Context: an optimization exercise on an open-source flow, tuned for small area, a short achievable clock period and few clock cycles per item. The choices shown serve that exercise and are no tape-out recipe. Only simulation tests tie the RTL to the original design; equivalence was not proved.

==> design.v <==
module fp_mul #(
  parameter int NEXP  = 8,
  parameter int NSIG  = 23,
  parameter int NFLAG = 6
) (
  input  logic [NEXP+NSIG:0] a,
  input  logic [NEXP+NSIG:0] b,
  input  logic [2:0]         rnd,
  output logic [NEXP+NSIG:0] p,
  output logic [NFLAG-1:0]   flags
);
  localparam int PW   = 2 * (NSIG + 1);
  localparam int EMAX = (1 << NEXP) - 1;
  localparam int BIAS = (1 << (NEXP - 1)) - 1;
  localparam int F_SNAN = 0, F_QNAN = 1, F_INF = 2, F_ZERO = 3, F_SUB = 4, F_NORM = 5;
  logic                 sgn, nanA, nanB, infA, infB, zeroA, zeroB, snanAny, guard;
  logic [NEXP-1:0]      expA, expB, expField, pExp;
  logic [NSIG-1:0]      fracA, fracB, pFrac;
  logic [PW-1:0]        prod, norm;
  logic [NEXP+NSIG-1:0] mag;
  int                   pos, eRes;
  always_comb begin
    sgn   = a[NEXP+NSIG] ^ b[NEXP+NSIG];
    expA  = a[NEXP+NSIG-1:NSIG];
    expB  = b[NEXP+NSIG-1:NSIG];
    fracA = a[NSIG-1:0];
    fracB = b[NSIG-1:0];
    nanA  = (&expA) & (|fracA);
    nanB  = (&expB) & (|fracB);
    infA  = (&expA) & ~(|fracA);
    infB  = (&expB) & ~(|fracB);
    zeroA = ~(|expA) & ~(|fracA);
    zeroB = ~(|expB) & ~(|fracB);
    snanAny = (nanA & ~fracA[NSIG-1]) | (nanB & ~fracB[NSIG-1]);
    prod = {{(NSIG+1){1'b0}}, |expA, fracA} * {{(NSIG+1){1'b0}}, |expB, fracB};
    pos = 0;
    for (int unsigned i = 0; i < PW; i++) begin
      if (prod[i]) pos = int'(i);
    end
    eRes = ((expA == '0) ? 1 : int'(expA)) + ((expB == '0) ? 1 : int'(expB))
           - BIAS + pos - 2 * NSIG;
    norm = prod << (PW - 1 - pos);
    expField = '0;
    if (eRes < 1) norm = norm >> (1 - eRes);
    else          expField = NEXP'(eRes);
    guard = norm[NSIG];
    mag   = {expField, norm[PW-2:NSIG+1]} + (NEXP+NSIG)'(rnd == 3'b100 && guard);
    if (nanA || nanB || (infA && zeroB) || (zeroA && infB))
      p = {1'b0, {NEXP{1'b1}}, 1'b1, {(NSIG-1){1'b0}}};
    else if (infA || infB)
      p = {sgn, {NEXP{1'b1}}, {NSIG{1'b0}}};
    else if (prod == '0)
      p = {sgn, {(NEXP+NSIG){1'b0}}};
    else if (eRes > EMAX - 1)
      p = {sgn, {NEXP{1'b1}}, {NSIG{1'b0}}};
    else
      p = {sgn, mag};
    pExp  = p[NEXP+NSIG-1:NSIG];
    pFrac = p[NSIG-1:0];
    flags = '0;
    flags[F_SNAN] = snanAny;
    if (&pExp) begin
      if (|pFrac) flags[F_QNAN] = 1'b1;
      else        flags[F_INF]  = 1'b1;
    end else if (pExp == '0) begin
      if (|pFrac) flags[F_SUB]  = 1'b1;
      else        flags[F_ZERO] = 1'b1;
    end else begin
      flags[F_NORM] = 1'b1;
    end
  end
endmodule
module fp_mul_rr_sched #(
  parameter int NEXP  = 8,
  parameter int NSIG  = 23,
  parameter int NREQ  = 4,
  parameter int IDW   = $clog2(NREQ),
  parameter int NFLAG = 6
) (
  input  logic                           clk,
  input  logic                           rst_n,
  input  logic [NREQ-1:0]                req_valid,
  output logic [NREQ-1:0]                req_ready,
  input  logic [NREQ*(NEXP+NSIG+1)-1:0]  req_a,
  input  logic [NREQ*(NEXP+NSIG+1)-1:0]  req_b,
  input  logic [NREQ*3-1:0]              req_rnd,
  output logic                           rsp_valid,
  input  logic                           rsp_ready,
  output logic [NEXP+NSIG:0]             rsp_p,
  output logic [NFLAG-1:0]               rsp_flags,
  output logic [IDW-1:0]                 rsp_id,
  output logic                           busy
);
  localparam int W = NEXP + NSIG + 1;
  logic             adv1, adv2, grantHit, accept, s1Valid;
  logic [IDW-1:0]   grantIdx, rrPtr, s1Id;
  logic [W-1:0]     s1A, s1B, mulP;
  logic [2:0]       s1Rnd;
  logic [NFLAG-1:0] mulFlags;
  int unsigned      arbIdx;
  always_comb begin
    grantHit = 1'b0;
    grantIdx = '0;
    arbIdx   = 0;
    for (int unsigned k = 1; k <= NREQ; k++) begin
      arbIdx = (32'(rrPtr) + k) % NREQ;
      if (!grantHit && req_valid[arbIdx]) begin
        grantHit = 1'b1;
        grantIdx = IDW'(arbIdx);
      end
    end
  end
  always_comb begin
    adv2   = !rsp_valid || rsp_ready;
    adv1   = !s1Valid || adv2;
    accept = rst_n && adv1 && grantHit;
    req_ready = '0;
    if (accept) req_ready[grantIdx] = 1'b1;
    busy = s1Valid || rsp_valid;
  end
  always_ff @(posedge clk or negedge rst_n) begin
    if (!rst_n) begin
      s1Valid <= 1'b0;
      s1A     <= '0;
      s1B     <= '0;
      s1Rnd   <= '0;
      s1Id    <= '0;
      rrPtr   <= IDW'(NREQ - 1);
    end else if (adv1) begin
      s1Valid <= accept;
      if (accept) begin
        s1A   <= req_a[grantIdx*W +: W];
        s1B   <= req_b[grantIdx*W +: W];
        s1Rnd <= req_rnd[grantIdx*3 +: 3];
        s1Id  <= grantIdx;
        rrPtr <= grantIdx;
      end
    end
  end
  fp_mul #(.NEXP(NEXP), .NSIG(NSIG), .NFLAG(NFLAG)) uMul (
    .a     (s1A),
    .b     (s1B),
    .rnd   (s1Rnd),
    .p     (mulP),
    .flags (mulFlags)
  );
  always_ff @(posedge clk or negedge rst_n) begin
    if (!rst_n) begin
      rsp_valid <= 1'b0;
      rsp_p     <= '0;
      rsp_flags <= '0;
      rsp_id    <= '0;
    end else if (adv2) begin
      rsp_valid <= s1Valid;
      rsp_p     <= mulP;
      rsp_flags <= mulFlags;
      rsp_id    <= s1Id;
    end
  end
endmodule
==> run.sh <==
#!/bin/bash
# synth_recipe.tcl (not shown) runs the flow's synth.tcl, then flattens the netlist and writes it again
# the make line also repeats each setting of config.mk as NAME=value (left out here)
make -C /OpenROAD-flow-scripts/flow DESIGN_CONFIG=/design/flow/config.mk WORK_HOME=/design/flow/orfs CLKGATE_MAP_FILE= SYNTH_SCRIPT=/design/flow/synth_recipe.tcl finish
==> config.mk <==
export PLATFORM = sky130hd
export DESIGN_NAME = fp_mul_rr_sched
export DESIGN_NICKNAME = fp_mul_rr_sched
export VERILOG_FILES = /design/flow/design.v
export SDC_FILE = /design/flow/constraint.sdc
export NUM_CORES = 4
export LEC_CHECK = 0
export CAP_MARGIN = 20
export CORE_MARGIN = 2
export CORE_UTILIZATION = 40
export SLEW_MARGIN = 20
==> constraint.sdc <==
create_clock -name core_clock -period 18.0 [get_ports {clk}]
set_input_delay 3.6000 -clock core_clock [delete_from_list [all_inputs] [get_ports {clk}]]
set_output_delay 3.6000 -clock core_clock [all_outputs]
set_load 0.01 [all_outputs]
==> results.txt <==
==> per-layer routing <==
| metal | global-route usage | routed length [um] | vias to the layer above |
|---|---|---|---|
| met3 | 0.0338 | 9020 | 255 |
| met1 | 0.420 | 61100 | 17800 |
| met2 | 0.486 | 65300 | 1506 |
| met5 | 0 | 0 | - |
| li1 | - | - | 16300 |
| met4 | 0.101 | 5140 | 0 |
==> logic make-up after synthesis <==
group	after synthesis	share of synthesized area
AOI/OAI and AO/OA	981	0.190
muxes	47	0.0142
buffers and inverters	894	0.0970
DFF	113	0.0785
adders and majority gates	688	0.341
and+or+nand+nor	1997	0.267
xor gates and xnor gates	52	0.0130
==> final cells by class <==
type / instances / area, um^2
Clock inverter: 14 / 134
Timing Repair Buffer: 422 / 3970
Multi-Input combinational cell: 3765 / 29800
Fill cell: 9175 / 48800
Sequential cell: 113 / 2830
Clock buffer: 18 / 429
Tap cell: 1176 / 1470
Inverter: 591 / 2220
==> worst max-delay path, delay by kind of cell (launching register included) <==
family / cells / cell delay [ps]
AND/OR/NAND/NOR: 15 / 5540
adder cells (fa/ha/maj): 12 / 5090
AO/OA/AOI/OAI: 14 / 3590
flip-flops: 1 / 980
buffers and inverters: 8 / 750
XOR/XNOR: 1 / 470
multiplexers: 1 / 380
==> sequential cells by signal (all words and copies together), names as in the netlist <==
| register | cells |
|---|---|
| s1Id | 2 |
| s1Rnd | 3 |
| rrPtr | 2 |
| rsp_id | 2 |
| s1B | 32 |
| rsp_p | 32 |
| s1Valid | 1 |
| s1A | 32 |
| rsp_valid | 1 |
| rsp_flags | 6 |
==> cells in the final DEF, fill, tap and decap left out, types with 38 or more instances in the layout <==
| master | netlist | final |
|---|---|---|
| a211oi_1 | 39 | 38 |
| a21o_1 | 40 | 40 |
| a21oi_1 | 128 | 128 |
| and2_1 | 309 | 309 |
| buf_4 | 11 | 103 |
| clkdlybuf4s50_1 | 0 | 319 |
| dfrtp_1 | 111 | 108 |
| fa_1 | 489 | 489 |
| ha_1 | 199 | 199 |
| inv_1 | 583 | 583 |
| nand2_1 | 756 | 756 |
| nand3_1 | 171 | 171 |
| nand4_1 | 40 | 40 |
| nor2_1 | 380 | 379 |
| nor3_1 | 91 | 91 |
| o211ai_1 | 50 | 50 |
| o21ai_0 | 257 | 256 |
| o22ai_1 | 38 | 38 |
| or3_1 | 41 | 41 |
==> worst max-delay path by stage <==
stage,start,end,cells after the start
2_1_floorplan,s1B[3],rsp_flags[3],68
3_3_place_gp,s1A[8],rsp_flags[3],53
3_5_place_dp,s1A[28],rsp_flags[4],51
4_1_cts,s1A[28],rsp_flags[4],51
5_1_grt,s1A[28],rsp_flags[4],52
6_report,s1B[3],rsp_flags[4],51
==> what timing repair did <==
action                                  4_1_cts  5_1_grt
endpoints found under the setup margin        0        4
hold buffers                                  0        0
gates resized for setup                       0        6
buffers inserted                              0        0
==> cells in the mapped netlist (37+ instances only) <==
master    number  area (um^2)
ha_1         199         2490
fa_1         489         9790
a21o_1        40          300
clkbuf_1     240          901
nor2_1       380         1430
o21ai_0      257         1290
and2_1       309         1930
nor3_1        91          455
o22ai_1       38          238
o211ai_1      50          375
dfrtp_1      111         2780
inv_1        583         2190
a211oi_1      39          293
nand3_1      171          856
and3_1        37          231
nand2_1      756         2840
or3_1         41          257
nand4_1       40          250
a21oi_1      128          641
==> impl.org <==
** Place
- Buffers placed on the I/O ports in this run total 320.
- Half-perimeter wire length of the detailed placement result :: 115 mm
- Once placement finished, the instance area stood at 40300 um^2.
- In this run, placement finished with an instance count of 6067.
- Gp weighted congestion :: 1.00
- At the placement stage, the worst setup path has a slack of 1130 ps.

** Final layout
- Compared with the post-synthesis result, the final layout area differs by 13.4%.
- Total inserted antenna cells :: 0
- Fraction of layout cells with a size suffix above 1 :: 0.0538
- NumNets Final :: 5873
- Non-filler instance count after layout :: 6099
- Final design utilization :: 0.456
- The finished cells cover 40900 um^2.

** Floorplan
- In this run the horizontal extent of the chip is 304 um.
- Die outline area :: 92500 um^2
- From bottom edge to top edge, the die measures 304 um.
- After floorplanning, the core was sized to cover 89700 um^2.
- # rows :: 110
- Pin placement for this block handled 321 I/O pins.
- Initial standard-cell utilization of the core :: 0.402

** Route
- TritonRoute pass-1 iters :: 6
- The first routing iteration left 3567 violations.
- After detailed routing, the number of remaining DRC violations is 0.
- In this run the remaining antenna-violating nets after routing total 0.
- Mean number of vias per cell :: 5.88
- Dividing the detail-routed wire length by the instance count gives 23.0 um.
- Detailed-route wire length :: 141 mm
- Detailed-route via count :: 35900

** Timing
- Setup repair after global routing missed its margin :: no
- Count of endpoints failing hold in the final timing report :: 0
- Dividing the final minimum period by the clock period gives 0.939.
- In this run the tightest slew margin relative to its limit is 0.215.
- Final hold analysis gives a worst-case slack of 466 ps.
- Setup skew after layout :: 16.3 ps
- For the final routed database, the setup TNS stands at 0 ps.
- Slew @ Worst Pin :: 1170 ps
- Setup-failing EPs final :: 0
- The routed design could run at a clock period as short as 16900 ps.
- Static timing analysis puts the maximum clock frequency at 0.0592 GHz.
- The count of final max-slew check failures came to 0.
- In the post-route analysis, the smallest setup slack over all paths is 1100 ps.

** Synth
- In the synthesized netlist the dominant register cell turns out to be dfrtp_1.
- Count of synthesis-stage warnings from yosys :: 2
- The mapped netlist covers 36100 um^2.
- FF+latch count, synth :: 113
- The number of nets handed over by synthesis was 5735.
- Post-Syn Instances :: 4772
- The number of different library cells used by synthesis comes to 127.
- Syn_area_per_cell :: 7.56 um^2
- Post-synth EDFFs :: 0
- For this run, asynchronously set or reset flops after synthesis account for 1.00.
- For this run, the register share of the synthesized area comes to 0.0785.

** Clocking
- Clock tree from TritonCTS :: built
- Counting along the longest clock path gives a buffer depth of 2.
- Buffer type at the clock tree root :: clkbuf_16
- Sink Count :: 113
- In this run, CTS created clock tree buffers numbering 17.
- The later pin in the worst-skew pair is clocked with a latency of 450 ps.
- CTS H-Tree Depth :: 4
- After clock tree synthesis, the clock-pin slew on the worst setup and hold paths is 70 ps.

** Worst setup path
- On the critical path, the stage with the largest delay is an instance of dfrtp_1.
- Kind of critical path :: reg -> reg
- Critical path launch point type :: register
- Required time of the worst setup path :: 18380 ps
- Worst-case register-to-register setup slack :: 1100 ps
- For the worst setup path, the data arrival time is 17280 ps.
- Most numerous cell on the critical path :: fa_1
- The worst register-to-register path begins at s1B[3].
- In this run the critical register-to-register path is captured at rsp_flags[4].
- Maximum fanout count along the critical path :: 26
- Element type at the critical path end :: register
- For this run, the slowest stage of the critical path takes 980 ps.
- Number of cell instances on the worst register-to-register path :: 51

** GRT
- The number of global-route vias before repair was 35100.
- Number of antenna violations at the first check in global routing :: 1
- First-pass GRT wire length :: 218 mm
- Largest net degree at the start of global routing :: 88
- GRT Overall Usage :: 0.301
- The total overflow left after global routing is 0.

** Run
- Max-cap check violation count :: 0

** Status
- The run finished with no timing, DRC or antenna violations.

** Worst hold path
- The tightest min-delay check is of the reg -> reg type.
- Start point of the worst min-delay path :: rsp_id[0]
- The worst hold path terminates at rsp_id[0].
- Worst Hold Path Cells :: 2
Testbench counts, summed over its fixed seeds: cycles 14,674, items 12,800.

==> re-timing with driven ports <==
The results above use ideal ports. As a check the final layout listed here was re-extracted and re-timed, cells and wires unchanged. Step 1, drivers: a clkbuf_16 drives clk and a buf_2 each remaining input, both assumed. Step 2, shift: input delay + t, output delay - t, t = (earliest + latest rising clock arrival at the registers) / 2. This alone moves slack from input paths to output paths. Three values: ideal ports, drivers, drivers and shift; two values: the first two.
shift t [ns]: 0.505
slack for setup (ns): 1.099 / 1.099 / 1.099
worst setup path at the end: register to register
After both steps setup and hold are still met in this run. The setup slack of this run moves by 0.000 ns with the drivers and by 0.000 ns with both steps.
